Background: an optimization exercise with open tools, aiming at small area. Do not read the settings as production practice.
Only simulation tests tie the RTL to the original design; equivalence was not proved.
Power and IR drop assume default switching activity.

File: flow/flow/run.sh
#!/bin/bash
# Own layout flow: the standard ORFS flow, except that
#  * synthesis maps logic with an area-oriented ABC script (flow/synth.tcl,
#    flow/area.abc) and without ORFS's half/full-adder cell mapping;
#  * ports are buffered with sky130_fd_sc_hd__buf_1 instead of the default.
# Every other step is ORFS's own, with the standard flow's config.mk.
set -euo pipefail
W=$(pwd)
export OWN_ABC_SCRIPT=$W/flow/area.abc
make -C "$FLOW_HOME" DESIGN_CONFIG="$W/config.mk" WORK_HOME="$W/orfs" CLKGATE_MAP_FILE= \
  SYNTH_SCRIPT="$W/flow/synth.tcl" ADDER_MAP_FILE= \
  BUFFER_PORTS_ARGS="-buffer_cell sky130_fd_sc_hd__buf_1" \
  finish > "$W/make.log" 2>&1
R=$W/orfs/results/$FLOW_PLATFORM/cpu_multicycle/base
: # left out here: write the final layout as DEF
File: flow/flow/area.abc
strash
&get -n
&fraig -x
&put
scorr
dc2
dretime
strash
&get -n
&dch -f
&nf -R 1000 -D 9000
&put
buffer
upsize -D 9000
dnsize -D 9000
File: flow/flow/synth.tcl
# synth_recipe.tcl with one change: ABC maps with flow/area.abc (an area-oriented
# script) instead of the ORFS speed/area script. Registers are untouched: ABC
# runs after dfflibmap and only sees the combinational logic.
proc synth {args} { yosys synth -nofsm -noshare {*}$args }
proc abc {args} {
  set keep {}
  set skip 0
  foreach a $args {
    if {$skip} { set skip 0; continue }
    if {$a eq "-script" || $a eq "-D"} { set skip 1; continue }
    lappend keep $a
  }
  yosys abc {*}$keep -script $::env(OWN_ABC_SCRIPT)
}
source $::env(SCRIPTS_DIR)/synth.tcl
# left out here: clear keep_hierarchy, flatten, clean up, hide names made inside functions, write 1_2_yosys.v
File: flow/standard.sh
#!/bin/bash
# synth_recipe.tcl (not shown) runs the flow's synth.tcl, then flattens the netlist and writes it again
# the make line also repeats each setting of config.mk as NAME=value (left out here)
make -C /OpenROAD-flow-scripts/flow DESIGN_CONFIG=/design/flow/config.mk WORK_HOME=/design/flow/orfs CLKGATE_MAP_FILE= SYNTH_SCRIPT=/design/flow/synth_recipe.tcl "${@:-finish}"
File: flow/config.mk
export PLATFORM = sky130hd
export DESIGN_NAME = cpu_multicycle
export DESIGN_NICKNAME = cpu_multicycle
export VERILOG_FILES = /design/flow/design.v
export SDC_FILE = /design/flow/constraint.sdc
export NUM_CORES = 4
export LEC_CHECK = 0
export CAP_MARGIN = 15
export CORE_MARGIN = 2
export CORE_UTILIZATION = 60
export CTS_BUF_LIST = sky130_fd_sc_hd__clkbuf_16
export CTS_CLUSTER_DIAMETER = 100
export CTS_CLUSTER_SIZE = 20
export GPL_TIMING_DRIVEN = 0
export SLEW_MARGIN = 15
File: flow/constraint.sdc
create_clock -name core_clock -period 9.0 [get_ports {clock}]
set_input_delay 1.8000 -clock core_clock [delete_from_list [all_inputs] [get_ports {clock}]]
set_output_delay 1.8000 -clock core_clock [all_outputs]
set_load 0.01 [all_outputs]
File: flow/design.v
package cpu_mc_pkg;
   localparam logic [2:0] ST_FETCH  = 3'd0;
   localparam logic [2:0] ST_DECODE = 3'd1;
   localparam logic [2:0] ST_EXEC   = 3'd2;
   localparam logic [2:0] ST_MEM    = 3'd3;
   localparam logic [2:0] ST_WB     = 3'd4;
   localparam logic [2:0] ST_TRAP   = 3'd5;
   localparam logic [5:0] OP_RTYPE = 6'h00;
   localparam logic [5:0] OP_J     = 6'h02;
   localparam logic [5:0] OP_JAL   = 6'h03;
   localparam logic [5:0] OP_BEQ   = 6'h04;
   localparam logic [5:0] OP_BNE   = 6'h05;
   localparam logic [5:0] OP_ADDI  = 6'h08;
   localparam logic [5:0] OP_ANDI  = 6'h0C;
   localparam logic [5:0] OP_ORI   = 6'h0D;
   localparam logic [5:0] OP_XORI  = 6'h0E;
   localparam logic [5:0] OP_LUI   = 6'h0F;
   localparam logic [5:0] OP_LW    = 6'h23;
   localparam logic [5:0] OP_SW    = 6'h2B;
   localparam logic [5:0] F_SLL = 6'h00;
   localparam logic [5:0] F_SRL = 6'h02;
   localparam logic [5:0] F_SRA = 6'h03;
   localparam logic [5:0] F_JR  = 6'h08;
   localparam logic [5:0] F_ADD = 6'h20;
   localparam logic [5:0] F_SUB = 6'h22;
   localparam logic [5:0] F_AND = 6'h24;
   localparam logic [5:0] F_OR  = 6'h25;
   localparam logic [5:0] F_XOR = 6'h26;
endpackage
module cpu_multicycle
#(
   parameter logic [31:0] RESET_PC    = 32'h0000_0000,
   parameter int          PC_STEP     = 4,
   parameter logic [31:0] TRAP_VECTOR = 32'h0000_0080
) (
   input  logic        clock,
   input  logic        reset,
   output logic        mem_req,
   output logic        mem_we,
   output logic [31:0] mem_addr,
   output logic [31:0] mem_wdata,
   input  logic [31:0] mem_rdata,
   input  logic        mem_ready,
   output logic [31:0] pc,
   output logic [2:0]  state,
   output logic        trap
);
   localparam logic [31:0] PC_STEP_W = 32'(PC_STEP);
   logic [2:0]  st_r;
   logic        req_r;
   logic [31:0] pc_r, x_r;
   logic [31:26] ir_hi;
   logic [20:0]  ir_lo;
   logic [4:0]   raddr;
   logic [31:1]  valid_r;
   logic [31:0]  rf_r [1:31];
   logic [2:0]  ns;
   logic        done;
   logic        s_fetch, s_dec, s_exec, s_mem, s_wb, s_trap;
   logic [5:0]  op, funct;
   logic        is_r, is_j, is_jal, is_jr, is_br, is_bne, is_ls, is_sw, legal;
   assign done    = req_r & mem_ready;
   assign s_fetch = (st_r == cpu_mc_pkg::ST_FETCH);
   assign s_dec   = (st_r == cpu_mc_pkg::ST_DECODE);
   assign s_exec  = (st_r == cpu_mc_pkg::ST_EXEC);
   assign s_mem   = (st_r == cpu_mc_pkg::ST_MEM);
   assign s_wb    = (st_r == cpu_mc_pkg::ST_WB);
   assign s_trap  = (st_r == cpu_mc_pkg::ST_TRAP);
   assign op     = ir_hi;
   assign funct  = ir_lo[5:0];
   assign is_r   = (op == cpu_mc_pkg::OP_RTYPE);
   assign is_j   = (op == cpu_mc_pkg::OP_J);
   assign is_jal = (op == cpu_mc_pkg::OP_JAL);
   assign is_jr  = is_r && (funct == cpu_mc_pkg::F_JR);
   assign is_br  = (op == cpu_mc_pkg::OP_BEQ) || (op == cpu_mc_pkg::OP_BNE);
   assign is_bne = (op == cpu_mc_pkg::OP_BNE);
   assign is_ls  = (op == cpu_mc_pkg::OP_LW) || (op == cpu_mc_pkg::OP_SW);
   assign is_sw  = (op == cpu_mc_pkg::OP_SW);
   always_comb begin
      case (op)
         cpu_mc_pkg::OP_RTYPE: begin
            case (funct)
               cpu_mc_pkg::F_ADD, cpu_mc_pkg::F_SUB, cpu_mc_pkg::F_AND, cpu_mc_pkg::F_OR,
               cpu_mc_pkg::F_XOR, cpu_mc_pkg::F_SLL, cpu_mc_pkg::F_SRL, cpu_mc_pkg::F_SRA,
               cpu_mc_pkg::F_JR: legal = 1'b1;
               default: legal = 1'b0;
            endcase
         end
         cpu_mc_pkg::OP_J, cpu_mc_pkg::OP_JAL, cpu_mc_pkg::OP_BEQ, cpu_mc_pkg::OP_BNE,
         cpu_mc_pkg::OP_ADDI, cpu_mc_pkg::OP_ANDI, cpu_mc_pkg::OP_ORI, cpu_mc_pkg::OP_XORI,
         cpu_mc_pkg::OP_LUI, cpu_mc_pkg::OP_LW, cpu_mc_pkg::OP_SW: legal = 1'b1;
         default: legal = 1'b0;
      endcase
   end
   logic [31:0] rf_rd;
   always_ff @(posedge clock) begin
      raddr <= s_fetch ? mem_rdata[25:21] : ir_lo[20:16];
   end
   always_comb begin
      rf_rd = 32'h0;
      for (int i = 1; i < 32; i++) begin
         if (valid_r[i] && (raddr == 5'(i))) rf_rd = rf_rd | rf_r[i];
      end
   end
   typedef enum logic [2:0] {ALU_ADD, ALU_SUB, ALU_AND, ALU_OR, ALU_XOR, ALU_SH} alu_t;
   alu_t        alu_op;
   logic [31:0] alu_a, alu_b, alu_y, imm_ext, br_off;
   logic        a_x, a_off, b_rf, b_imm, b_pc;
   always_comb begin
      case (op)
         cpu_mc_pkg::OP_ANDI, cpu_mc_pkg::OP_ORI, cpu_mc_pkg::OP_XORI: imm_ext = {16'h0000, ir_lo[15:0]};
         cpu_mc_pkg::OP_LUI: imm_ext = {ir_lo[15:0], 16'h0000};
         default: imm_ext = {{16{ir_lo[15]}}, ir_lo[15:0]};
      endcase
   end
   assign br_off = {{14{ir_lo[15]}}, ir_lo[15:0], 2'b00};
   assign a_x   = s_exec && !is_br && (op != cpu_mc_pkg::OP_LUI);
   assign a_off = s_exec && is_br;
   assign b_rf  = (s_dec && !is_jal) || (s_exec && is_r);
   assign b_imm = s_exec && !is_r && !is_br;
   assign b_pc  = s_fetch || (s_dec && is_jal) || (s_exec && is_br);
   assign alu_a = ({32{a_x}} & x_r) | ({32{a_off}} & br_off) | (s_fetch ? PC_STEP_W : 32'h0);
   assign alu_b = ({32{b_rf}} & rf_rd) | ({32{b_imm}} & imm_ext) | ({32{b_pc}} & pc_r);
   always_comb begin
      alu_op = ALU_ADD;
      if (s_exec) begin
         case (op)
            cpu_mc_pkg::OP_RTYPE: begin
               case (funct)
                  cpu_mc_pkg::F_SUB: alu_op = ALU_SUB;
                  cpu_mc_pkg::F_AND: alu_op = ALU_AND;
                  cpu_mc_pkg::F_OR:  alu_op = ALU_OR;
                  cpu_mc_pkg::F_XOR: alu_op = ALU_XOR;
                  cpu_mc_pkg::F_SLL, cpu_mc_pkg::F_SRL, cpu_mc_pkg::F_SRA: alu_op = ALU_SH;
                  default: alu_op = ALU_ADD;
               endcase
            end
            cpu_mc_pkg::OP_ANDI: alu_op = ALU_AND;
            cpu_mc_pkg::OP_ORI:  alu_op = ALU_OR;
            cpu_mc_pkg::OP_XORI: alu_op = ALU_XOR;
            default: alu_op = ALU_ADD;
         endcase
      end
   end
   logic [4:0]  sh_amt, rot_amt;
   logic        sh_left, sh_arith;
   logic [31:0] rot, sh_keep, sh_y;
   logic [63:0] rot_d;
   assign sh_amt   = ir_lo[10:6];
   assign sh_left  = (funct[1:0] == 2'b00);
   assign sh_arith = (funct[1:0] == 2'b11);
   assign rot_amt  = sh_left ? (5'd0 - sh_amt) : sh_amt;
   assign rot_d    = {alu_b, alu_b} >> rot_amt;
   assign rot      = rot_d[31:0];
   always_comb begin
      for (int i = 0; i < 32; i++) begin
         sh_keep[i] = sh_left ? (5'(i) >= sh_amt) : (5'(31 - i) >= sh_amt);
      end
   end
   assign sh_y = (rot & sh_keep) | (~sh_keep & {32{sh_arith & alu_b[31]}});
   always_comb begin
      case (alu_op)
         ALU_SUB: alu_y = alu_a - alu_b;
         ALU_AND: alu_y = alu_a & alu_b;
         ALU_OR:  alu_y = alu_a | alu_b;
         ALU_XOR: alu_y = alu_a ^ alu_b;
         ALU_SH:  alu_y = sh_y;
         default: alu_y = alu_a + alu_b;
      endcase
   end
   logic taken;
   assign taken = is_bne ^ (x_r == rf_rd);
   always_comb begin
      ns = cpu_mc_pkg::ST_FETCH;
      case (st_r)
         cpu_mc_pkg::ST_FETCH:  ns = done ? cpu_mc_pkg::ST_DECODE : cpu_mc_pkg::ST_FETCH;
         cpu_mc_pkg::ST_DECODE: begin
            if (!legal) ns = cpu_mc_pkg::ST_TRAP;
            else if (is_j || is_jal || is_jr) ns = cpu_mc_pkg::ST_FETCH;
            else ns = cpu_mc_pkg::ST_EXEC;
         end
         cpu_mc_pkg::ST_EXEC: begin
            if (is_br) ns = cpu_mc_pkg::ST_FETCH;
            else if (is_ls) ns = cpu_mc_pkg::ST_MEM;
            else ns = cpu_mc_pkg::ST_WB;
         end
         cpu_mc_pkg::ST_MEM: begin
            if (!done) ns = cpu_mc_pkg::ST_MEM;
            else if (is_sw) ns = cpu_mc_pkg::ST_FETCH;
            else ns = cpu_mc_pkg::ST_WB;
         end
         default: ns = cpu_mc_pkg::ST_FETCH;
      endcase
   end
   logic [31:0] pc_nx;
   always_comb begin
      pc_nx = pc_r;
      if (s_fetch && done) pc_nx = alu_y;
      else if (s_dec && (is_j || is_jal)) pc_nx = {pc_r[31:28], raddr, ir_lo[20:0], 2'b00};
      else if (s_dec && is_jr) pc_nx = rf_rd;
      else if (s_exec && is_br && taken) pc_nx = alu_y;
      else if (s_trap) pc_nx = TRAP_VECTOR;
   end
   logic        jal_pend;
   logic        rf_we;
   logic [4:0]  waddr;
   assign rf_we = jal_pend || s_wb;
   assign waddr = jal_pend ? 5'd31 : (is_r ? ir_lo[15:11] : ir_lo[20:16]);
   always_ff @(posedge clock) begin
      jal_pend <= !reset && s_dec && is_jal;
   end
   always_ff @(posedge clock) begin
      if (reset) begin
         st_r    <= cpu_mc_pkg::ST_FETCH;
         req_r   <= 1'b0;
         pc_r    <= RESET_PC;
         valid_r <= '0;
      end else begin
         st_r  <= ns;
         req_r <= (ns == cpu_mc_pkg::ST_FETCH) || (ns == cpu_mc_pkg::ST_MEM);
         pc_r  <= pc_nx;
         for (int i = 1; i < 32; i++) begin
            if (rf_we && (waddr == 5'(i))) valid_r[i] <= 1'b1;
         end
      end
   end
   always_ff @(posedge clock) begin
      if (s_fetch && done) begin
         ir_hi <= mem_rdata[31:26];
         ir_lo <= mem_rdata[20:0];
      end
      if (s_mem) begin
         if (done) x_r <= mem_rdata;
      end else if (s_dec || s_exec) begin
         x_r <= alu_y;
      end
   end
   for (genvar g = 1; g < 32; g++) begin : g_rf
      always_ff @(posedge clock) begin
         if (rf_we && (waddr == 5'(g))) rf_r[g] <= x_r;
      end
   end
   assign mem_req   = req_r;
   assign mem_we    = st_r[1] & ir_hi[29];
   assign mem_addr  = st_r[1] ? x_r : pc_r;
   assign mem_wdata = rf_rd;
   assign pc        = pc_r;
   assign state     = st_r;
   assign trap      = st_r[2] & st_r[0];
endmodule
==> results.py, run 1 <==
metrics = {
    "detailed_routing": {
        "vias_per_cell": 7.65,
        "wire_per_inst_um": 38.8,
        "drc": 0,
        "drt_iter0_markers": 8887,
        "dr.pass1.iters": 9,
        "ant_nets": 0,
        "wirelength_um": 188000,
        "dr_total_vias": 37000,
    },
    "placement": {
        "dpl.hpwl_um": 127000,
        "dp_slack_ns": -2.11,
        "place_inst": 4639,
        "gp_congestion": 1.02,
        "port_buffers": 135,
        "placed_area_um2": 50400,
    },
    "worst_setup_path": {
        "critPathRequiredTime_ns": 9.54,
        "r2r_slack_ns": -0.48,
        "startpoint_type": "flop",
        "arrival_ns": 10.03,
        "endpoint_kind": "flop",
        "cp_max_fo": 10,
        "worst-setup-path-type": "flop to flop",
        "reg2reg_depth": 24,
    },
    "sta": {
        "final.min_clock_period_ns": 9.48,
        "setup_viol": 22,
        "drv_slew": 0,
        "maxSlewHeadroom_pct": 17.2,
        "setup_ws_ns": -0.482,
        "fin_crit_sh_pct": 105,
        "finalClockSkew_ns": 0.0577,
        "worst_pin_slew_ns": 1.24,
        "clock.fmax_ghz": 0.105,
        "hold_violations": 0,
    },
    "floorplanning": {
        "die_y_um": 284,
        "io_pins": 137,
        "die_area_um2": 80400,
        "core-area_um2": 77500,
        "die_x_um": 284,
        "initial_core_util_pct": 60.6,
        "rows": 102,
    },
    "clocking": {
        "cts_root_buf": "clkbuf_16",
        "cts-htree-levels": 3,
        "clk_pin_slew_ns": 0.09,
        "insertion_delay_ns": 0.68,
        "cts_buffer_depth": 3,
        "cts_buffers": 66,
        "hold_buffers": 0,
        "cts_sinks": 1124,
        "cts_tree": "done",
    },
    "cells_and_area": {
        "n_fill_cell": 5037,
        "drive_gt1_share_pct": 12.5,
        "finalCoreUtilization_pct": 69.7,
        "finalNetCount": 3798,
        "syn_to_final_growth_pct": 15.1,
        "fin_area_um2": 54000,
        "fin_cells": 4836,
    },
    "grt": {
        "grt_max_degree": 36,
        "grt_overflow_total": 0,
        "antenna_found_initial": 11,
        "grt_use_total_pct": 45.4,
        "grt_pass1_wl_um": 256000,
        "grt_pass1_vias": 34500,
    },
    "run_status": {
        "violations": "setup timing",
        "status": "finished with violations",
    },
    "pwr": {
        "p_leak_nw": 17.9,
        "vdd_ir_drop_max_mv": 0.202,
        "power_density_nw_per_um2": 222,
    },
    "yosys": {
        "synth_seq_cells": 1124,
        "synthArstFlopShare_pct": 0,
        "syn_area_per_cell_um2": 13.8,
        "synth_cell_types": 57,
        "synth_edf_count": 1051,
        "yosysSeqAreaShare_pct": 70.4,
        "syn-instance-count": 3399,
        "ys.warnings.count": 2,
        "synthFlopType": "edfxtp_1",
        "synthesis.nets": 3434,
        "netlist_area_um2": 46900,
    },
    "worst_hold_path": {
        "hold_path_class": "flop to flop",
        "hold_depth": 2,
    },
    "run": {
        "drv_cap": 0,
    },
}
## repair_timing
action	4_1_cts	5_1_grt
pin swaps	36	32
buffers inserted	56	17
gates cloned	0	0
setup endpoints to repair	35	37
gates resized for setup	88	135
## kinds of logic after synthesis
| family | count (synthesis) | synth area share, % |
|---|---|---|
| buf+inv | 247 | 1.98 |
| flops | 1124 | 70.4 |
| fa+ha+maj | 2 | 0.0427 |
| simple gates | 873 | 8.42 |
| compound gates | 940 | 14.7 |
| mux | 120 | 2.69 |
| xor+xnor | 93 | 1.74 |
## report_power, final
group	internal, mW	total, mW	switching [mW]	leakage [nW]
combinational	0.909	2.60	1.69	6.81
sequential	6.07	6.34	0.264	10.1
clock	1.36	3.08	1.72	0.990
total	8.34	12.0	3.67	17.9
## per-stage QoR
stage / setup TNS (ns) / power [mW] / hold WS [ns]
after CTS: 0 / 11.7 / 0.475
final: -4.95 / 12.0 / 0.482
after global routing: -0.358 / 12.3 / 0.499
after detailed placement: -29.07 / 8.67 / 0.455
after floorplan: 0 / 7.78 / 0.432
after global placement: -45.78 / 8.56 / 0.442
## critical path, cell delays in order, from the launching register on
cell,delay (ns)
dfxtp_4,0.47
nand2_1,0.18
nor2_1,0.21
and3_4,0.29
clkbuf_1,0.67
clkbuf_1,0.93
clkbuf_1,0.68
a222oi_1,0.33
nand3_1,0.18
or3_1,0.21
clkbuf_1,0.48
xnor2_1,0.42
nand3_1,0.18
nor4_2,0.88
nand4_1,0.23
nor3_1,0.33
xor2_1,0.20
nand2_1,0.15
nand2b_1,0.07
clkbuf_1,0.23
nor3_2,0.62
buf_4,0.30
clkbuf_1,0.59
a222oi_1,0.21
a21oi_1,0.27
## worst paths after layout
path,start,to
setup / recovery,raddr[3]$_DFF_P_,pc_r[22]$_SDFFE_PP0P_
hold / removal,valid_r[16]$_SDFFE_PP0P_,valid_r[16]$_SDFFE_PP0P_
setup reg to reg,raddr[3]$_DFF_P_,pc_r[22]$_SDFFE_PP0P_
hold reg to reg,valid_r[16]$_SDFFE_PP0P_,valid_r[16]$_SDFFE_PP0P_
## sequential cells by signal, indices dropped and copies added (netlist names), 3 cells and up
signal,flops
pc_r,32
ir_hi,6
x_r,32
raddr,5
st_r,3
ir_lo,21
valid_r,31
rf_r,992
## cell usage after synthesis (28+ instances only)
master	count	area [um^2]
a21o_1	35	263
a21oi_1	170	851
a221oi_1	70	613
a222oi_1	211	2110
a22o_1	42	368
a22oi_1	163	1220
and3_1	28	175
clkbuf_1	199	747
dfxtp_1	73	1460
edfxtp_1	1051	31600
inv_1	29	109
mux2_2	49	552
mux2i_1	71	711
nand2_1	290	1090
nand2b_1	29	181
nand3_1	62	310
nand4_1	62	388
nor2_1	281	1050
nor3_1	31	155
o21ai_0	151	756
xnor2_1	47	412
xor2_1	46	403
## per-layer routing
| metal | track usage (%) | vias to the layer above | part of all wire (%) | wire [um] |
|---|---|---|---|---|
| li1 | - | 14300 | - | - |
| met1 | 60.1 | 17800 | 33 | 62600 |
| met2 | 66.1 | 4104 | 43 | 80000 |
| met4 | 23.2 | 12 | 6.5 | 12300 |
| met3 | 16.8 | 787 | 17 | 32700 |
| met5 | 1.13 | - | 0.15 | 291 |
## cell usage in the layout, fill, tap and decap left out, drive strengths merged, types with 8 or more instances in the layout
master / n
a21o: 35
a22oi: 163
nand3: 62
o21ai: 151
buf: 315
or2: 14
a221oi: 70
nor2: 281
and3: 28
nor2b: 14
o22ai: 9
edfxtp: 1051
mux2i: 71
a21oi: 170
nand2: 290
a22o: 42
a222oi: 211
clkbuf: 263
nand4: 62
xnor2: 47
o211ai: 8
and2: 20
o21a: 17
nor4: 8
dfxtp: 73
a31oi: 20
o31ai: 13
mux2: 49
nor3: 31
nand2b: 29
inv: 52
xor2: 46
or3: 15
## cell type report
type	count	area (um^2)	share of cell area [%]
Antenna cell	7	17.5	0.0324
Buffer	213	866	1.60
Clock buffer	66	1650	3.06
Clock inverter	28	246	0.456
Inverter	29	109	0.202
Multi-Input combinational cell	2028	13800	25.5
Sequential cell	1124	33000	61.2
Tap cell	1040	1300	2.41
Timing Repair Buffer	301	3020	5.60
==> inputs of run 2 (changes only) <==
--- a/flow/design.v
+++ b/flow/design.v
@@ -52,7 +52,6 @@
    logic [31:26] ir_hi;
    logic [20:0]  ir_lo;
    logic [4:0]   raddr;
-   logic [31:1]  valid_r;
    logic [31:0]  rf_r [1:31];
    logic [2:0]  ns;
    logic        done;
@@ -99,7 +98,7 @@
    always_comb begin
       rf_rd = 32'h0;
       for (int i = 1; i < 32; i++) begin
-         if (valid_r[i] && (raddr == 5'(i))) rf_rd = rf_rd | rf_r[i];
+         if (raddr == 5'(i)) rf_rd = rf_rd | rf_r[i];
       end
    end
    typedef enum logic [2:0] {ALU_ADD, ALU_SUB, ALU_AND, ALU_OR, ALU_XOR, ALU_SH} alu_t;
@@ -214,14 +213,10 @@
          st_r    <= cpu_mc_pkg::ST_FETCH;
          req_r   <= 1'b0;
          pc_r    <= RESET_PC;
-         valid_r <= '0;
       end else begin
          st_r  <= ns;
          req_r <= (ns == cpu_mc_pkg::ST_FETCH) || (ns == cpu_mc_pkg::ST_MEM);
          pc_r  <= pc_nx;
-         for (int i = 1; i < 32; i++) begin
-            if (rf_we && (waddr == 5'(i))) valid_r[i] <= 1'b1;
-         end
       end
    end
    always_ff @(posedge clock) begin
@@ -235,9 +230,11 @@
          x_r <= alu_y;
       end
    end
+   logic [31:0] rf_wd;
+   assign rf_wd = reset ? 32'h0 : x_r;
    for (genvar g = 1; g < 32; g++) begin : g_rf
       always_ff @(posedge clock) begin
-         if (rf_we && (waddr == 5'(g))) rf_r[g] <= x_r;
+         if (reset || (rf_we && (waddr == 5'(g)))) rf_r[g] <= rf_wd;
       end
    end
    assign mem_req   = req_r;
==> results.py, run 2 <==
metrics = {
    "run_status": {
        "status": "finished with violations",
        "violations": "setup timing",
    },
    "worst_hold_path": {
        "hold_path_class": "flop to flop",
    },
    "floorplanning": {
        "core-area_um2": 76200,
        "die_x_um": 282,
        "die_y_um": 282,
        "initial_core_util_pct": 60.8,
        "io_pins": 137,
        "die_area_um2": 79500,
        "rows": 101,
    },
    "yosys": {
        "post-synth-top-area-fraction_pct": 68.1,
        "synth_mux_area_share_pct": 3.14,
        "synth_cell_types": 59,
        "synth-compound-area-share_pct": 14.9,
        "synthFlopType": "edfxtp_1",
        "yosys.area.top_type": "edfxtp_1",
        "yosysSeqAreaShare_pct": 69.9,
        "synth_top_family_by_area": "compound AO/OA/AOI/OAI gates",
        "yosysMostFrequentCell": "edfxtp_1",
        "syn-instance-count": 3304,
        "synthesis.nets": 3339,
        "synth-simple-area-share_pct": 8.24,
        "synth_edf_count": 1051,
        "synthTopCellsByCount": "1051 x edfxtp_1, 276 x nand2_1, 226 x a222oi_1, 214 x clkbuf_1, 196 x nor2_1",
        "ys.warnings.count": 2,
        "synth_seq_cells": 1093,
        "synthArstFlopShare_pct": 0,
        "syn_area_per_cell_um2": 14.0,
        "netlist_area_um2": 46300,
        "synth_xor_xnor_area_share_pct": 1.72,
        "synth_fa_ha_area_share_pct": 0.0432,
        "synth_area_leaders": "edfxtp_1 68%, a222oi_1 4.9%, a22oi_1 2.5%",
    },
    "placement": {
        "gp_congestion": 1.10,
        "place_inst": 4565,
        "port_buffers": 135,
        "dpl.hpwl_um": 129000,
    },
    "grt": {
        "grt_max_degree": 32,
        "grt_use_total_pct": 47.0,
        "grt_overflow_total": 0,
        "grt_pass1_wl_um": 257000,
        "grt_pass1_vias": 34400,
        "antenna_found_initial": 9,
    },
    "pwr": {
        "total_power_mw": 13.5,
        "p_leak_nw": 18.8,
        "clockPowerShare_pct": 21.2,
        "power_density_nw_per_um2": 253,
        "power_frac_comb_pct": 29.2,
        "switching_share_pct": 34.2,
        "vdd_ir_drop_max_mv": 0.245,
        "internal-power_mw": 8.85,
        "p_seq_share_pct": 49.7,
        "p_switching_mw": 4.60,
    },
    "sta": {
        "clock.fmax_ghz": 0.111,
        "setup_viol": 2,
        "fin_crit_sh_pct": 100,
        "drv_slew": 0,
        "worst_pin_slew_ns": 1.27,
        "final.min_clock_period_ns": 9.02,
        "hold_violations": 0,
        "finalClockSkew_ns": 0.0337,
        "finalSetupTns_ns": -0.0319,
        "rsz0062_at_grt": "yes",
        "maxSlewHeadroom_pct": 15.4,
        "setup_ws_ns": -0.0202,
    },
    "clocking": {
        "clk_pin_slew_ns": 0.10,
        "cts_root_buf": "clkbuf_16",
        "cts_buffer_depth": 3,
        "cts_buffers": 61,
        "cts_sinks": 1093,
        "cts_tree": "done",
        "insertion_delay_ns": 0.70,
        "cts-htree-levels": 2,
    },
    "detailed_routing": {
        "vias_per_cell": 7.82,
        "ant_nets": 0,
        "drt_iter0_markers": 8939,
        "wirelength_um": 189000,
        "dr_total_vias": 36800,
        "drc": 0,
        "wire_per_inst_um": 40.2,
        "dr.pass1.iters": 13,
    },
    "worst_setup_path": {
        "critPathRequiredTime_ns": 9.54,
        "endpoint_kind": "flop",
        "slowest_delay_ns": 0.88,
        "critPathBufInv": 4,
        "arrival_ns": 9.56,
        "worst-setup-path-type": "flop to flop",
        "startpoint_type": "flop",
        "worst_path_dominant_cell_family": "simple AND/OR/NAND/NOR gates",
        "cp_max_fo": 10,
        "crit_top_cell": "nand3_1",
        "slowest_stage": "clkbuf_1",
    },
    "cells_and_area": {
        "finalCoreUtilization_pct": 69.8,
        "largest_register_ffs": 992,
        "regMostFlops": "rf_r",
        "final_cell_mix": "1051 x edfxtp_1, 270 x nand2_1, 226 x a222oi_1, 181 x nor2_1, 175 x clkbuf_1",
        "finalNetCount": 3680,
        "syn_to_final_growth_pct": 14.8,
        "drive_gt1_share_pct": 13.0,
        "largest_registers": "rf_r (992), pc_r (32), x_r (32)",
        "fin_cells": 4708,
        "mostFrequentLayoutCell": "edfxtp_1",
    },
    "run": {
        "drv_cap": 0,
    },
}
## run 2: per-stage QoR
stage | setup slack (ns) | hold WS (ns) | cell area (um^2)
finish | -0.0202 | 0.503 | 53200
global route | -0.317 | 0.540 | 53100
CTS | -0.0580 | 0.499 | 52700
detailed placement | -2.71 | 0.484 | 50500
global placement | -2.43 | 0.480 | 48100
floorplan | 0.0132 | 0.498 | 46300
## run 2: logic make-up after synthesis
logic type / count (synthesis)
AO/OA/AOI/OAI: 911
XOR/XNOR: 91
buffers and inverters: 253
AND/OR/NAND/NOR: 815
multiplexers: 139
flip-flops: 1093
adder cells (fa/ha/maj): 2
## run 2: metal layers
| layer | routed length, um | global-route usage [%] | share of wire (%) |
|---|---|---|---|
| met5 | 97 | 0 | 0.051 |
| met4 | 15800 | 30.4 | 8.3 |
| met2 | 77600 | 65.8 | 41 |
| met1 | 63000 | 62.2 | 33 |
| met3 | 32700 | 16.8 | 17 |
## run 2: worst min-delay path, stage by stage (launching register included)
cell and delay, ns:
dfxtp_1 0.35, nand2_1 0.06, a21oi_1 0.05
## run 2: final cells by class
cell class | instances | area [um^2]
Buffer | 212 | 837
Tap cell | 1030 | 1290
Clock inverter | 26 | 178
Sequential cell | 1093 | 32400
Timing Repair Buffer | 291 | 2830
Antenna cell | 9 | 22.5
Clock buffer | 61 | 1530
Fill cell | 4919 | 23000
Multi-Input combinational cell | 1958 | 14000
Inverter | 28 | 105
## run 2: worst paths after layout
path	startpoint	end	slack [ns]	cells past startpoint
max	raddr[4]$_DFF_P_	pc_r[30]$_SDFFE_PP0P_	-0.02	35
min	pc_r[5]$_SDFFE_PP0P_	pc_r[5]$_SDFFE_PP0P_	0.50	2
max reg2reg	raddr[4]$_DFF_P_	pc_r[30]$_SDFFE_PP0P_	-0.02	35
min reg2reg	pc_r[5]$_SDFFE_PP0P_	pc_r[5]$_SDFFE_PP0P_	0.50	2
## run 2: repair_timing
item                                    4_1_cts  5_1_grt
buffers inserted                             36       25
pin swaps                                    50       40
endpoints found under the setup margin       31       15
resized for setup                           106       45
hold buffers                                  0        0
## run 2: power by group through the flow
| stage | logic, mW | registers (mW) | clock network, mW |
|---|---|---|---|
| 6_report | 3.92 | 6.68 | 2.85 |
| 2_1_floorplan | 2.06 | 6.60 | 0 |
| 5_1_grt | 4.04 | 6.69 | 2.95 |
| 3_5_place_dp | 3.45 | 6.74 | 0 |
| 4_1_cts | 3.59 | 6.64 | 2.79 |
| 3_3_place_gp | 3.22 | 6.74 | 0 |
==> inputs of run 3 (changes only) <==
--- a/flow/design.v
+++ b/flow/design.v
@@ -49,9 +49,8 @@
    logic [2:0]  st_r;
    logic        req_r;
    logic [31:0] pc_r, x_r;
-   logic [31:26] ir_hi;
-   logic [20:0]  ir_lo;
-   logic [4:0]   raddr;
+   logic [31:0]  ir_r;
+   logic [31:1]  rsel;
    logic [31:0]  rf_r [1:31];
    logic [2:0]  ns;
    logic        done;
@@ -65,8 +64,8 @@
    assign s_mem   = (st_r == cpu_mc_pkg::ST_MEM);
    assign s_wb    = (st_r == cpu_mc_pkg::ST_WB);
    assign s_trap  = (st_r == cpu_mc_pkg::ST_TRAP);
-   assign op     = ir_hi;
-   assign funct  = ir_lo[5:0];
+   assign op     = ir_r[31:26];
+   assign funct  = ir_r[5:0];
    assign is_r   = (op == cpu_mc_pkg::OP_RTYPE);
    assign is_j   = (op == cpu_mc_pkg::OP_J);
    assign is_jal = (op == cpu_mc_pkg::OP_JAL);
@@ -92,13 +91,15 @@
       endcase
    end
    logic [31:0] rf_rd;
-   always_ff @(posedge clock) begin
-      raddr <= s_fetch ? mem_rdata[25:21] : ir_lo[20:16];
+   logic [4:0]  raddr_nx;
+   assign raddr_nx = s_fetch ? mem_rdata[25:21] : ir_r[20:16];
+   always_ff @(posedge clock) begin
+      for (int i = 1; i < 32; i++) rsel[i] <= (raddr_nx == 5'(i));
    end
    always_comb begin
       rf_rd = 32'h0;
       for (int i = 1; i < 32; i++) begin
-         if (raddr == 5'(i)) rf_rd = rf_rd | rf_r[i];
+         if (rsel[i]) rf_rd = rf_rd | rf_r[i];
       end
    end
    typedef enum logic [2:0] {ALU_ADD, ALU_SUB, ALU_AND, ALU_OR, ALU_XOR, ALU_SH} alu_t;
@@ -107,12 +108,12 @@
    logic        a_x, a_off, b_rf, b_imm, b_pc;
    always_comb begin
       case (op)
-         cpu_mc_pkg::OP_ANDI, cpu_mc_pkg::OP_ORI, cpu_mc_pkg::OP_XORI: imm_ext = {16'h0000, ir_lo[15:0]};
-         cpu_mc_pkg::OP_LUI: imm_ext = {ir_lo[15:0], 16'h0000};
-         default: imm_ext = {{16{ir_lo[15]}}, ir_lo[15:0]};
-      endcase
-   end
-   assign br_off = {{14{ir_lo[15]}}, ir_lo[15:0], 2'b00};
+         cpu_mc_pkg::OP_ANDI, cpu_mc_pkg::OP_ORI, cpu_mc_pkg::OP_XORI: imm_ext = {16'h0000, ir_r[15:0]};
+         cpu_mc_pkg::OP_LUI: imm_ext = {ir_r[15:0], 16'h0000};
+         default: imm_ext = {{16{ir_r[15]}}, ir_r[15:0]};
+      endcase
+   end
+   assign br_off = {{14{ir_r[15]}}, ir_r[15:0], 2'b00};
    assign a_x   = s_exec && !is_br && (op != cpu_mc_pkg::OP_LUI);
    assign a_off = s_exec && is_br;
    assign b_rf  = (s_dec && !is_jal) || (s_exec && is_r);
@@ -145,7 +146,7 @@
    logic        sh_left, sh_arith;
    logic [31:0] rot, sh_keep, sh_y;
    logic [63:0] rot_d;
-   assign sh_amt   = ir_lo[10:6];
+   assign sh_amt   = ir_r[10:6];
    assign sh_left  = (funct[1:0] == 2'b00);
    assign sh_arith = (funct[1:0] == 2'b11);
    assign rot_amt  = sh_left ? (5'd0 - sh_amt) : sh_amt;
@@ -157,14 +158,23 @@
       end
    end
    assign sh_y = (rot & sh_keep) | (~sh_keep & {32{sh_arith & alu_b[31]}});
+   logic        add_sub, add_c16;
+   logic [31:0] add_b, add_y;
+   logic [15:0] add_lo, add_hi0, add_hi1;
+   assign add_sub = (alu_op == ALU_SUB);
+   assign add_b   = add_sub ? ~alu_b : alu_b;
+   assign {add_c16, add_lo} = {1'b0, alu_a[15:0]} + {1'b0, add_b[15:0]} + {16'h0, add_sub};
+   assign add_hi0 = alu_a[31:16] + add_b[31:16];
+   assign add_hi1 = alu_a[31:16] + add_b[31:16] + 16'd1;
+   assign add_y   = {add_c16 ? add_hi1 : add_hi0, add_lo};
    always_comb begin
       case (alu_op)
-         ALU_SUB: alu_y = alu_a - alu_b;
+         ALU_SUB: alu_y = add_y;
          ALU_AND: alu_y = alu_a & alu_b;
          ALU_OR:  alu_y = alu_a | alu_b;
          ALU_XOR: alu_y = alu_a ^ alu_b;
          ALU_SH:  alu_y = sh_y;
-         default: alu_y = alu_a + alu_b;
+         default: alu_y = add_y;
       endcase
    end
    logic taken;
@@ -195,7 +205,7 @@
    always_comb begin
       pc_nx = pc_r;
       if (s_fetch && done) pc_nx = alu_y;
-      else if (s_dec && (is_j || is_jal)) pc_nx = {pc_r[31:28], raddr, ir_lo[20:0], 2'b00};
+      else if (s_dec && (is_j || is_jal)) pc_nx = {pc_r[31:28], ir_r[25:0], 2'b00};
       else if (s_dec && is_jr) pc_nx = rf_rd;
       else if (s_exec && is_br && taken) pc_nx = alu_y;
       else if (s_trap) pc_nx = TRAP_VECTOR;
@@ -204,7 +214,7 @@
    logic        rf_we;
    logic [4:0]  waddr;
    assign rf_we = jal_pend || s_wb;
-   assign waddr = jal_pend ? 5'd31 : (is_r ? ir_lo[15:11] : ir_lo[20:16]);
+   assign waddr = jal_pend ? 5'd31 : (is_r ? ir_r[15:11] : ir_r[20:16]);
    always_ff @(posedge clock) begin
       jal_pend <= !reset && s_dec && is_jal;
    end
@@ -221,8 +231,7 @@
    end
    always_ff @(posedge clock) begin
       if (s_fetch && done) begin
-         ir_hi <= mem_rdata[31:26];
-         ir_lo <= mem_rdata[20:0];
+         ir_r <= mem_rdata;
       end
       if (s_mem) begin
          if (done) x_r <= mem_rdata;
@@ -238,7 +247,7 @@
       end
    end
    assign mem_req   = req_r;
-   assign mem_we    = st_r[1] & ir_hi[29];
+   assign mem_we    = st_r[1] & ir_r[29];
    assign mem_addr  = st_r[1] ? x_r : pc_r;
    assign mem_wdata = rf_rd;
    assign pc        = pc_r;
--- a/flow/config.mk
+++ b/flow/config.mk
@@ -12,4 +12,5 @@
 export CTS_CLUSTER_DIAMETER = 100
 export CTS_CLUSTER_SIZE = 20
 export GPL_TIMING_DRIVEN = 0
+export SETUP_SLACK_MARGIN = 0.4
 export SLEW_MARGIN = 15
==> results.py, run 3 <==
metrics = {
    "worst_setup_path": {
        "startpoint_type": "flop",
        "arrival_ns": 8.97,
        "cp_max_fo": 11,
        "slowest_delay_ns": 1.03,
        "worst_path_dominant_cell_family": "simple AND/OR/NAND/NOR gates",
        "slowest_stage": "clkbuf_1",
        "endpoint_kind": "flop",
        "worst-setup-path-type": "flop to flop",
        "critPathRequiredTime_ns": 9.53,
        "crit_top_cell": "nand2_1",
        "critPathBufInv": 5,
    },
    "sta": {
        "maxSlewHeadroom_pct": 8.47,
        "worst_pin_slew_ns": 1.37,
        "finalClockSkew_ns": 0.0861,
        "clock.fmax_ghz": 0.118,
        "fin_crit_sh_pct": 93.8,
        "rsz0062_at_grt": "no",
        "final.min_clock_period_ns": 8.44,
        "setup_viol": 0,
        "setup_ws_ns": 0.557,
        "drv_slew": 0,
        "hold_violations": 0,
    },
    "pwr": {
        "power_density_nw_per_um2": 216,
        "p_leak_nw": 18.4,
        "total_power_mw": 11.5,
        "vdd_ir_drop_max_mv": 0.240,
    },
    "yosys": {
        "synth_area_leaders": "edfxtp_1 68%, a222oi_1 5.1%, dfxtp_1 2.9%",
        "yosysMostFrequentCell": "edfxtp_1",
        "yosys.area.top_type": "edfxtp_1",
        "ys.warnings.count": 2,
        "post-synth-top-area-fraction_pct": 67.8,
        "synthArstFlopShare_pct": 0,
        "synthFlopType": "edfxtp_1",
        "synth_cell_types": 58,
        "synth_edf_count": 1056,
        "yosysSeqAreaShare_pct": 70.7,
        "synthTopCellsByCount": "1056 x edfxtp_1, 251 x nand2_1, 238 x a222oi_1, 210 x clkbuf_1, 207 x nor2_1",
        "synth_seq_cells": 1124,
        "netlist_area_um2": 46800,
        "syn-instance-count": 3315,
        "syn_area_per_cell_um2": 14.1,
        "synthesis.nets": 3350,
    },
    "detailed_routing": {
        "ant_nets": 0,
        "dr_total_vias": 37300,
        "wirelength_um": 196000,
        "dr.pass1.iters": 14,
        "vias_per_cell": 7.91,
        "drt_iter0_markers": 9408,
        "drc": 0,
        "wire_per_inst_um": 41.6,
    },
    "run_status": {
        "status": "no timing/DRC/antenna violations",
    },
    "grt": {
        "grt_pass1_vias": 34600,
        "grt_pass1_wl_um": 269000,
        "grt_max_degree": 32,
        "met1_usage_pct": 62.1,
        "top_usage_layer": "met2",
        "grt_use_total_pct": 47.7,
        "met2_usage_pct": 68.5,
        "grt_overflow_total": 0,
        "antenna_found_initial": 10,
        "grtUsageMet3_pct": 18.5,
    },
    "floorplanning": {
        "die_y_um": 283,
        "io_pins": 137,
        "rows": 102,
        "die_area_um2": 80200,
        "initial_core_util_pct": 60.5,
        "core-area_um2": 77300,
        "die_x_um": 283,
    },
    "cells_and_area": {
        "drive_gt1_share_pct": 11.2,
        "regMostFlops": "rf_r",
        "syn_to_final_growth_pct": 14.3,
        "final_cell_mix": "1056 x edfxtp_1, 246 x nand2_1, 238 x a222oi_1, 198 x nor2_1, 192 x a21oi_1",
        "mostFrequentLayoutCell": "edfxtp_1",
        "multiInputGateArea_um2": 13600,
        "n_fill_cell": 4854,
        "finalNetCount": 3673,
        "largest_register_ffs": 992,
        "register_area_um2": 33100,
    },
    "clocking": {
        "cts_tree": "done",
        "cts_sinks": 1124,
        "cts_buffer_depth": 3,
        "cts-htree-levels": 3,
        "hold_buffers": 0,
        "cts_root_buf": "clkbuf_16",
        "insertion_delay_ns": 0.70,
        "cts_buffers": 67,
        "clk_pin_slew_ns": 0.10,
    },
    "placement": {
        "port_buffers": 135,
        "gp_congestion": 1.05,
        "dpl.hpwl_um": 131000,
        "dp_slack_ns": -1.51,
    },
    "run": {
        "drv_cap": 0,
    },
    "worst_hold_path": {
        "hold_path_class": "flop to flop",
    },
}
==> run 3: cell types whose count changed after synthesis, sizes merged, moves of 18 or more <==
cell,delta
a21oi,+54
dfxtp,+26
mux2i,-31
nand2,-25
nand3,-27
o21ai,+39
xor2,+18
==> run 3: layout make-up <==
class / instances / area share [%]
diodes: 11 / 0.0515
clock buffers: 67 / 3.14
plain buffers: 224 / 1.73
multi-input cells: 1951 / 25.4
well taps: 1040 / 2.43
repair buffers: 254 / 4.71
inverters: 16 / 0.112
clock inverters: 27 / 0.555
flip-flops and latches: 1124 / 61.9
==> run 3: final timing paths <==
kind,cells after the start,from,endpoint,slack [ns]
hold reg to reg,2,ir_r[21]$_DFFE_PP_,pc_r[23]$_SDFFE_PP0P_,0.50
hold / removal,2,ir_r[21]$_DFFE_PP_,pc_r[23]$_SDFFE_PP0P_,0.50
setup reg to reg,39,rsel[3]$_DFF_P_,pc_r[31]$_SDFFE_PP0P_,0.56
setup / recovery,39,rsel[3]$_DFF_P_,pc_r[31]$_SDFFE_PP0P_,0.56
==> run 3: what timing repair did <==
item / 4_1_cts / 5_1_grt
setup endpoints to repair: 26 / 12
resized for setup: 66 / 91
setup buffers: 19 / 9
pin swaps: 19 / 17
==> run 3: power breakdown <==
| group | switching [mW] | leakage (nW) | internal [mW] |
|---|---|---|---|
| Sequential | 0.207 | 11.3 | 6.12 |
| Combinational | 1.49 | 6.14 | 0.534 |
| Clock | 1.78 | 1.01 | 1.39 |
| Total | 3.47 | 18.4 | 8.05 |
==> run 3: routing by layer <==
layer | wire (um) | vias to the layer above
met5 | 29 | -
met4 | 15200 | 6
met3 | 35900 | 1033
met2 | 82300 | 4678
met1 | 62800 | 17600
li1 | - | 14000
==> run 3: per-stage QoR <==
step,cell area (um^2),utilization (%),hold WS (ns),setup TNS (ns),cells
finish,53500,69.1,0.496,0,4714
global route,53400,69.1,0.523,0,4703
CTS,53200,68.8,0.490,0,4693
detailed placement,50800,65.7,0.498,-16.58,4580
global placement,48600,62.8,0.480,-26.51,4490
floorplan,46800,-,0.462,0,3315
==> run 3: cells by family (layout without fill, tap and decap cells) <==
kind of cell,Yosys count,after routing,share of synthesized area (%)
other cells,0,11,0
buf+inv,240,588,1.93
mux,104,104,2.35
flops,1124,1124,70.7
compound gates,966,966,15.1
xor+xnor,124,124,2.32
simple gates,743,743,7.30
fa+ha+maj,14,14,0.299
==> run 3: worst register-to-register path, delay by kind of cell (launching register included) <==
kind / cells / cell delay, ns
compound gates: 7 / 1.25
xor+xnor: 2 / 0.52
buf+inv: 5 / 2.04
flops: 1 / 0.45
simple gates: 25 / 4.07
==> inputs of run 4 (changes only) <==
--- a/flow/design.v
+++ b/flow/design.v
@@ -142,22 +142,23 @@
          endcase
       end
    end
-   logic [4:0]  sh_amt, rot_amt;
-   logic        sh_left, sh_arith;
-   logic [31:0] rot, sh_keep, sh_y;
-   logic [63:0] rot_d;
-   assign sh_amt   = ir_r[10:6];
-   assign sh_left  = (funct[1:0] == 2'b00);
-   assign sh_arith = (funct[1:0] == 2'b11);
-   assign rot_amt  = sh_left ? (5'd0 - sh_amt) : sh_amt;
-   assign rot_d    = {alu_b, alu_b} >> rot_amt;
-   assign rot      = rot_d[31:0];
-   always_comb begin
-      for (int i = 0; i < 32; i++) begin
-         sh_keep[i] = sh_left ? (5'(i) >= sh_amt) : (5'(31 - i) >= sh_amt);
-      end
-   end
-   assign sh_y = (rot & sh_keep) | (~sh_keep & {32{sh_arith & alu_b[31]}});
+   logic [4:0]  sh_amt;
+   logic        sh_left, sh_fill;
+   logic [31:0] sh_in, sh0, sh1, sh2, sh3, sh4, sh_y;
+   assign sh_amt  = ir_r[10:6];
+   assign sh_left = (funct[1:0] == 2'b00);
+   assign sh_fill = (funct[1:0] == 2'b11) & alu_b[31];
+   always_comb begin
+      for (int i = 0; i < 32; i++) sh_in[i] = sh_left ? alu_b[31 - i] : alu_b[i];
+   end
+   assign sh0 = sh_amt[0] ? {{1{sh_fill}},  sh_in[31:1]} : sh_in;
+   assign sh1 = sh_amt[1] ? {{2{sh_fill}},  sh0[31:2]}   : sh0;
+   assign sh2 = sh_amt[2] ? {{4{sh_fill}},  sh1[31:4]}   : sh1;
+   assign sh3 = sh_amt[3] ? {{8{sh_fill}},  sh2[31:8]}   : sh2;
+   assign sh4 = sh_amt[4] ? {{16{sh_fill}}, sh3[31:16]}  : sh3;
+   always_comb begin
+      for (int i = 0; i < 32; i++) sh_y[i] = sh_left ? sh4[31 - i] : sh4[i];
+   end
    logic        add_sub, add_c16;
    logic [31:0] add_b, add_y;
    logic [15:0] add_lo, add_hi0, add_hi1;
@@ -170,9 +171,9 @@
    always_comb begin
       case (alu_op)
          ALU_SUB: alu_y = add_y;
-         ALU_AND: alu_y = alu_a & alu_b;
-         ALU_OR:  alu_y = alu_a | alu_b;
-         ALU_XOR: alu_y = alu_a ^ alu_b;
+         ALU_AND: alu_y = alu_a & add_b;
+         ALU_OR:  alu_y = alu_a | add_b;
+         ALU_XOR: alu_y = alu_a ^ add_b;
          ALU_SH:  alu_y = sh_y;
          default: alu_y = add_y;
       endcase
--- a/flow/config.mk
+++ b/flow/config.mk
@@ -7,10 +7,10 @@
 export LEC_CHECK = 0
 export CAP_MARGIN = 15
 export CORE_MARGIN = 2
-export CORE_UTILIZATION = 60
+export CORE_UTILIZATION = 57
 export CTS_BUF_LIST = sky130_fd_sc_hd__clkbuf_16
 export CTS_CLUSTER_DIAMETER = 100
 export CTS_CLUSTER_SIZE = 20
 export GPL_TIMING_DRIVEN = 0
-export SETUP_SLACK_MARGIN = 0.4
+export SETUP_SLACK_MARGIN = 0.6
 export SLEW_MARGIN = 15
==> results.py, run 4 <==
metrics = {
    "pwr": {
        "p_leak_nw": 18.5,
        "switching_share_pct": 29.0,
        "vdd_ir_drop_max_mv": 0.234,
        "p_switching_mw": 3.29,
        "p_seq_share_pct": 55.7,
        "internal-power_mw": 8.05,
        "power_frac_comb_pct": 16.6,
        "clockPowerShare_pct": 27.7,
        "power_density_nw_per_um2": 212,
    },
    "cells_and_area": {
        "regMostFlops": "rf_r",
        "finalCoreUtilization_pct": 66.3,
        "finalNetCount": 3684,
        "drive_gt1_share_pct": 11.4,
        "mostFrequentLayoutCell": "edfxtp_1",
        "syn_to_final_growth_pct": 15.3,
        "final_cell_mix": "1056 x edfxtp_1, 288 x nand2_1, 239 x a222oi_1, 225 x nor2_1, 180 x clkbuf_1",
        "largest_register_ffs": 992,
    },
    "yosys": {
        "yosysSeqAreaShare_pct": 71.4,
        "syn_area_per_cell_um2": 14.0,
        "synthTopCellsByCount": "1056 x edfxtp_1, 294 x nand2_1, 239 x a222oi_1, 234 x nor2_1, 198 x clkbuf_1",
        "synth_area_leaders": "edfxtp_1 68%, a222oi_1 5.2%, dfxtp_1 2.9%",
        "synthArstFlopShare_pct": 0,
        "ys.warnings.count": 2,
        "yosys.area.top_type": "edfxtp_1",
        "netlist_area_um2": 46300,
        "synth_cell_types": 60,
        "yosysMostFrequentCell": "edfxtp_1",
        "synth_edf_count": 1056,
        "syn-instance-count": 3303,
        "synthFlopType": "edfxtp_1",
        "synth_seq_cells": 1124,
        "post-synth-top-area-fraction_pct": 68.4,
        "synthesis.nets": 3338,
    },
    "placement": {
        "port_buffers": 135,
        "dp_slack_ns": -1.30,
        "gp_congestion": 1.08,
        "dpl.hpwl_um": 132000,
    },
    "sta": {
        "clock.fmax_ghz": 0.115,
        "setup_ws_ns": 0.340,
        "setup_viol": 0,
        "maxSlewHeadroom_pct": 5.06,
        "drv_slew": 0,
        "worst_pin_slew_ns": 1.42,
        "fin_crit_sh_pct": 96.2,
        "rsz0062_at_grt": "yes",
        "hold_violations": 0,
        "finalClockSkew_ns": 0.0660,
        "final.min_clock_period_ns": 8.66,
    },
    "detailed_routing": {
        "wirelength_um": 192000,
        "wire_per_inst_um": 40.6,
        "drc": 0,
        "ant_nets": 0,
        "dr_total_vias": 36000,
        "drt_iter0_markers": 8145,
        "vias_per_cell": 7.60,
        "dr.pass1.iters": 9,
    },
    "worst_hold_path": {
        "hold_depth": 2,
        "min_from": "pc_r[25]$_SDFFE_PP0P_",
        "hold_path_class": "flop to flop",
    },
    "worst_setup_path": {
        "worst-setup-path-type": "flop to flop",
        "startpoint_type": "flop",
        "critPathRequiredTime_ns": 9.49,
        "cp_max_fo": 10,
        "slowest_delay_ns": 0.98,
        "arrival_ns": 9.15,
        "reg2reg_depth": 32,
        "endpoint_kind": "flop",
        "slowest_stage": "clkbuf_1",
        "cp-startpoint": "rsel[4]$_DFF_P_",
        "critPathBufInv": 2,
        "path_depth": 32,
        "worst_path_dominant_cell_family": "simple AND/OR/NAND/NOR gates",
        "crit_top_cell": "o31ai_4",
        "r2r_start": "rsel[4]$_DFF_P_",
    },
    "floorplanning": {
        "die_x_um": 289,
        "io_pins": 137,
        "initial_core_util_pct": 57.5,
        "die_y_um": 289,
        "die_area_um2": 83600,
        "rows": 104,
        "core-area_um2": 80500,
    },
    "clocking": {
        "cts_buffers": 68,
        "cts_buffer_depth": 3,
        "cts-htree-levels": 3,
        "insertion_delay_ns": 0.69,
        "hold_buffers": 0,
        "cts_root_buf": "clkbuf_16",
        "cts_sinks": 1124,
        "cts_tree": "done",
        "clk_pin_slew_ns": 0.09,
    },
    "grt": {
        "grt_max_degree": 32,
        "antenna_found_initial": 16,
        "grt_overflow_total": 0,
        "grt_pass1_wl_um": 259000,
        "grt_pass1_vias": 33400,
        "grt_use_total_pct": 45.4,
    },
    "run_status": {
        "status": "no timing/DRC/antenna violations",
    },
    "run": {
        "drv_cap": 0,
    },
}
[run 4: repair_timing]
| action | CTS | global route |
|---|---|---|
| buffers inserted | 16 | 18 |
| setup endpoints to repair | 27 | 21 |
| pin swaps | 12 | 32 |
| gates resized for setup | 56 | 42 |
[run 4: stage by stage]
stage	power, mW	hold WS [ns]	area (um^2)	std cells	TNS [ns]
6_report	11.3	0.522	53400	4733	0
4_1_cts	11.1	0.519	53100	4708	0
3_3_place_gp	7.95	0.469	48200	4498	-23.28
5_1_grt	11.5	0.555	53400	4729	0
2_1_floorplan	7.17	0.462	46300	3303	0
3_5_place_dp	8.11	0.500	50800	4602	-10.93
[run 4: final cells by class]
class                      instances  area [um^2]
tap                             1060         1330
multi-input combinational       1930        13200
buffer                           225          873
sequential                      1124        33100
clock inverter                    22          249
clock buffer                      68         1700
antenna                            4         10.0
timing repair buffer             276         2930
inverter                          24         90.1
fill                            5647        27100
[run 4: cell families after synthesis]
group,count (synthesis),synth area share (%)
AOI/OAI and AO/OA,913,14.6
xor gates and xnor gates,92,1.74
adders and majority gates,5,0.108
buffers and inverters,249,2.02
DFF,1124,71.4
muxes,84,1.95
and+or+nand+nor,836,8.23
[run 4: layer usage]
metal | GRT usage [%] | wire (um)
met1 | 60.1 | 64400
met2 | 66.7 | 82900
met3 | 14.8 | 31600
met4 | 25.5 | 13300
met5 | 0 | 114
[run 4: worst paths after layout]
kind | to | slack, ns
worst min-delay path | pc_r[25]$_SDFFE_PP0P_ | 0.52
worst min register to register | pc_r[25]$_SDFFE_PP0P_ | 0.52
worst max-delay path | pc_r[31]$_SDFFE_PP0P_ | 0.34
worst max register to register | pc_r[31]$_SDFFE_PP0P_ | 0.34
[run 4: power by group through the flow]
| stage | Clock, mW | Combinational [mW] | Sequential, mW |
|---|---|---|---|
| final | 3.14 | 1.88 | 6.32 |
| after global routing | 3.27 | 1.90 | 6.33 |
| after CTS | 3.10 | 1.75 | 6.30 |
| after detailed placement | 0 | 1.70 | 6.41 |
| after global placement | 0 | 1.52 | 6.43 |
| after floorplan | 0 | 0.825 | 6.34 |
[run 4: worst reg2reg max path, delay by kind of cell, from the launching register on]
| kind | cells | cell delay [ns] |
|---|---|---|
| buffers and inverters | 2 | 1.94 |
| AND/OR/NAND/NOR | 19 | 3.80 |
| XOR/XNOR | 2 | 0.43 |
| flip-flops | 1 | 0.46 |
| AO/OA/AOI/OAI | 9 | 1.84 |
==> inputs of run 5 (changes only) <==
==> flow/config.mk (replaced) <==
export PLATFORM = sky130hd
export DESIGN_NAME = cpu_multicycle
export DESIGN_NICKNAME = cpu_multicycle
export VERILOG_FILES = /design/flow/design.v
export SDC_FILE = /design/flow/constraint.sdc
export NUM_CORES = 4
export LEC_CHECK = 0
export CAP_MARGIN = 10
export CORE_MARGIN = 2
export CORE_UTILIZATION = 66
export CTS_BUF_LIST = sky130_fd_sc_hd__clkbuf_16
export CTS_CLUSTER_DIAMETER = 100
export CTS_CLUSTER_SIZE = 20
export GPL_TIMING_DRIVEN = 0
export SETUP_SLACK_MARGIN = 0.5
export SLEW_MARGIN = 10
==> results.py, run 5 <==
metrics = {
    "run_status": {
        "status": "no timing/DRC/antenna violations",
    },
    "detailed_routing": {
        "wirelength_um": 190000,
        "ant_nets": 0,
        "dr.pass1.iters": 17,
        "dr_total_vias": 37100,
        "vias_per_cell": 8.11,
        "drc": 0,
        "wire_per_inst_um": 41.5,
        "drt_iter0_markers": 9835,
    },
    "clocking": {
        "cts_sinks": 1124,
        "cts_buffers": 67,
        "cts_root_buf": "clkbuf_16",
        "cts_buffer_depth": 3,
        "insertion_delay_ns": 0.68,
        "cts_tree": "done",
        "clk_pin_slew_ns": 0.09,
        "cts-htree-levels": 3,
    },
    "worst_setup_path": {
        "critPathRequiredTime_ns": 9.54,
        "worst-setup-path-type": "flop to flop",
        "cp_max_fo": 10,
        "slowest_delay_ns": 1.09,
        "slowest_stage": "nor3_1",
        "r2r_start": "rsel[6]$_DFF_P_",
        "critPathBufInv": 6,
        "worst_path_dominant_cell_family": "buffers and inverters",
        "r2r_slack_ns": 0.32,
        "arrival_ns": 9.22,
        "r2r-end": "pc_r[21]$_SDFFE_PP0P_",
        "endpoint_kind": "flop",
        "startpoint_type": "flop",
        "crit_top_cell": "clkbuf_1",
        "reg2reg_depth": 22,
        "crit_chain": "clkbuf_1 > clkbuf_1 > clkbuf_1 > a222oi_1 > nand3_1 > a21oi_1 > nand4_1 > xor2_1 > nor3_1 > nand3_1 > nor4_1 > nand4_1 > nor4_1 > nand2_1 > nand3_1 > nand2b_1 > clkbuf_1 > nor3_2 > buf_6 > clkbuf_1 > a221oi_1 > a21oi_1",
    },
    "floorplanning": {
        "rows": 97,
        "die_area_um2": 72400,
        "die_x_um": 269,
        "initial_core_util_pct": 66.4,
        "io_pins": 137,
        "die_y_um": 269,
        "core-area_um2": 69800,
    },
    "yosys": {
        "synth_mux_area_share_pct": 1.95,
        "synth_area_leaders": "edfxtp_1 68%, a222oi_1 5.2%, dfxtp_1 2.9%",
        "synth_edf_count": 1056,
        "yosysMostFrequentCell": "edfxtp_1",
        "syn_area_per_cell_um2": 14.0,
        "synth-compound-area-share_pct": 14.6,
        "synth_xor_xnor_area_share_pct": 1.74,
        "yosysSeqAreaShare_pct": 71.4,
        "synthTopCellsByCount": "1056 x edfxtp_1, 294 x nand2_1, 239 x a222oi_1, 234 x nor2_1, 198 x clkbuf_1",
        "netlist_area_um2": 46300,
        "post-synth-top-area-fraction_pct": 68.4,
        "synth-simple-area-share_pct": 8.23,
        "synthArstFlopShare_pct": 0,
        "yosys.area.top_type": "edfxtp_1",
        "synthesis.nets": 3338,
        "syn-instance-count": 3303,
        "synth_cell_types": 60,
        "synth_seq_cells": 1124,
        "synth_top_family_by_area": "compound AO/OA/AOI/OAI gates",
        "ys.warnings.count": 2,
        "synthFlopType": "edfxtp_1",
        "synth_fa_ha_area_share_pct": 0.108,
    },
    "sta": {
        "maxSlewHeadroom_pct": 4.65,
        "drv_slew": 0,
        "setup_viol": 0,
        "fin_crit_sh_pct": 96.4,
        "hold_violations": 0,
        "finalSetupTns_ns": 0,
        "clock.fmax_ghz": 0.115,
        "rsz0062_at_grt": "no",
        "finalClockSkew_ns": 0.0539,
        "final.min_clock_period_ns": 8.68,
        "worst_pin_slew_ns": 1.42,
        "fin_hold_ws_ns": 0.510,
    },
    "run": {
        "drv_cap": 0,
    },
    "pwr": {
        "power_density_nw_per_um2": 216,
        "p_leak_nw": 18.2,
        "vdd_ir_drop_max_mv": 0.215,
    },
    "placement": {
        "place_inst": 4462,
        "gp_congestion": 1.14,
        "dpl.hpwl_um": 123000,
        "port_buffers": 135,
    },
    "grt": {
        "grt_overflow_total": 0,
        "grt_pass1_wl_um": 257000,
        "grt_use_total_pct": 52.0,
        "antenna_found_initial": 12,
        "grt_pass1_vias": 34500,
        "grt_max_degree": 32,
    },
    "worst_hold_path": {
        "min_from": "ir_r[22]$_DFFE_PP_",
        "hold_path_class": "flop to flop",
        "hold_depth": 2,
        "hold-path-endpoint": "pc_r[24]$_SDFFE_PP0P_",
    },
    "cells_and_area": {
        "final_cell_mix": "1056 x edfxtp_1, 287 x nand2_1, 239 x a222oi_1, 225 x nor2_1, 181 x a21oi_1",
        "finalCoreUtilization_pct": 75.5,
        "drive_gt1_share_pct": 10.5,
        "regMostFlops": "rf_r",
        "largest_register_ffs": 992,
        "register_area_um2": 33100,
        "multiInputGateArea_um2": 13100,
        "fin_cells": 4581,
        "n_fill_cell": 4027,
        "finalNetCount": 3647,
        "syn_to_final_growth_pct": 13.7,
        "mostFrequentLayoutCell": "edfxtp_1",
    },
}
==> run 5: logic make-up after synthesis <==
kind of cell / count (synthesis)
AOI/OAI and AO/OA: 913
xor gates and xnor gates: 92
adders and majority gates: 5
buffers and inverters: 249
DFF: 1124
muxes: 84
and+or+nand+nor: 836
==> run 5: where the power goes <==
group          total [mW]  switching, mW  leakage (nW)  internal (mW)
logic                1.88           1.37          5.98          0.504
registers            6.34          0.208          11.3           6.13
clock network        3.17           1.75         0.971           1.42
total                11.4           3.33          18.2           8.06
==> run 5: worst register-to-register path, cell delays in order (launching register included) <==
cell	delay [ns]
dfxtp_1	0.58
clkbuf_1	0.94
clkbuf_1	0.70
clkbuf_1	0.92
a222oi_1	0.32
nand3_1	0.19
a21oi_1	0.08
nand4_1	0.43
xor2_1	0.15
nor3_1	1.09
nand3_1	0.16
nor4_1	0.25
nand4_1	0.16
nor4_1	0.30
nand2_1	0.09
nand3_1	0.16
nand2b_1	0.08
clkbuf_1	0.18
nor3_2	0.47
buf_6	0.23
clkbuf_1	0.67
a221oi_1	0.22
a21oi_1	0.21
==> run 5: what timing repair did <==
action                     CTS  global route
setup buffers                7            14
setup endpoints to repair   20            18
resized for setup           40            81
pin swaps                   13            25
hold endpoints to repair     0             0
hold buffers                 0             0
==> run 5: worst max-delay path by stage <==
stage	from	endpoint	cells past startpoint
after floorplan	ir_r[4]$_DFFE_PP_	x_r[31]$_DFFE_PP_	40
after global placement	st_r[2]$_SDFF_PP0_	pc_r[31]$_SDFFE_PP0P_	40
after detailed placement	ir_r[26]$_DFFE_PP_	pc_r[31]$_SDFFE_PP0P_	43
after CTS	rsel[20]$_DFF_P_	pc_r[31]$_SDFFE_PP0P_	43
after global routing	rsel[31]$_DFF_P_	pc_r[31]$_SDFFE_PP0P_	43
final	rsel[6]$_DFF_P_	pc_r[21]$_SDFFE_PP0P_	22
==> run 5: stage by stage <==
step	setup WS [ns]	cell area [um^2]	total power [mW]
floorplan	1.62	46300	7.17
CTS	0.501	52400	11.1
global placement	-1.18	48000	7.90
finish	0.322	52700	11.4
detailed placement	-0.983	50200	8.06
global route	0.376	52700	11.4
==> run 5: final cells by class <==
class / count / area share, %
multi-input combinational: 1930 / 24.9
inverter: 24 / 0.171
tap: 940 / 2.23
clock buffer: 68 / 3.23
buffer: 225 / 1.66
sequential: 1124 / 62.8
clock inverter: 21 / 0.406
antenna: 9 / 0.0428
timing repair buffer: 240 / 4.59
==> run 5: metal layers <==
metal	GRT usage [%]	share of wire, %	vias to the layer above
met2	73.0	41	4770
met3	22.7	19	1317
met4	38.4	9.9	11
met1	64.1	30	17200
met5	0	0.086	-
li1	-	-	13800

separate check: timing with driven ports:
The flow's constraints put no driver on any port. The routed layouts listed below were extracted and timed again, unchanged, in two steps.
Step 1, drivers: a clkbuf_16 drives clock and a buf_2 each remaining input, both assumed.
Step 2, shift: input delay + t, output delay - t, t = (earliest + latest rising clock arrival at the registers) / 2. This alone moves slack from input paths to output paths.
Three values: no drivers, after step 1, after step 2; two values: the first two.
run | t, ns | setup slack, ns | slew at the worst register clock pin (ns)
run 1 | 0.722 | -0.482 / -0.482 / -0.482 | 0.10 / 0.10
run 2 | 0.749 | -0.020 / -0.020 / -0.020 | 0.10 / 0.10
run 3 | 0.729 | 0.557 / 0.557 / 0.557 | 0.11 / 0.11
run 4 | 0.730 | 0.340 / 0.340 / 0.340 | 0.09 / 0.09
run 5 | 0.723 | 0.322 / 0.322 / 0.322 | 0.10 / 0.10
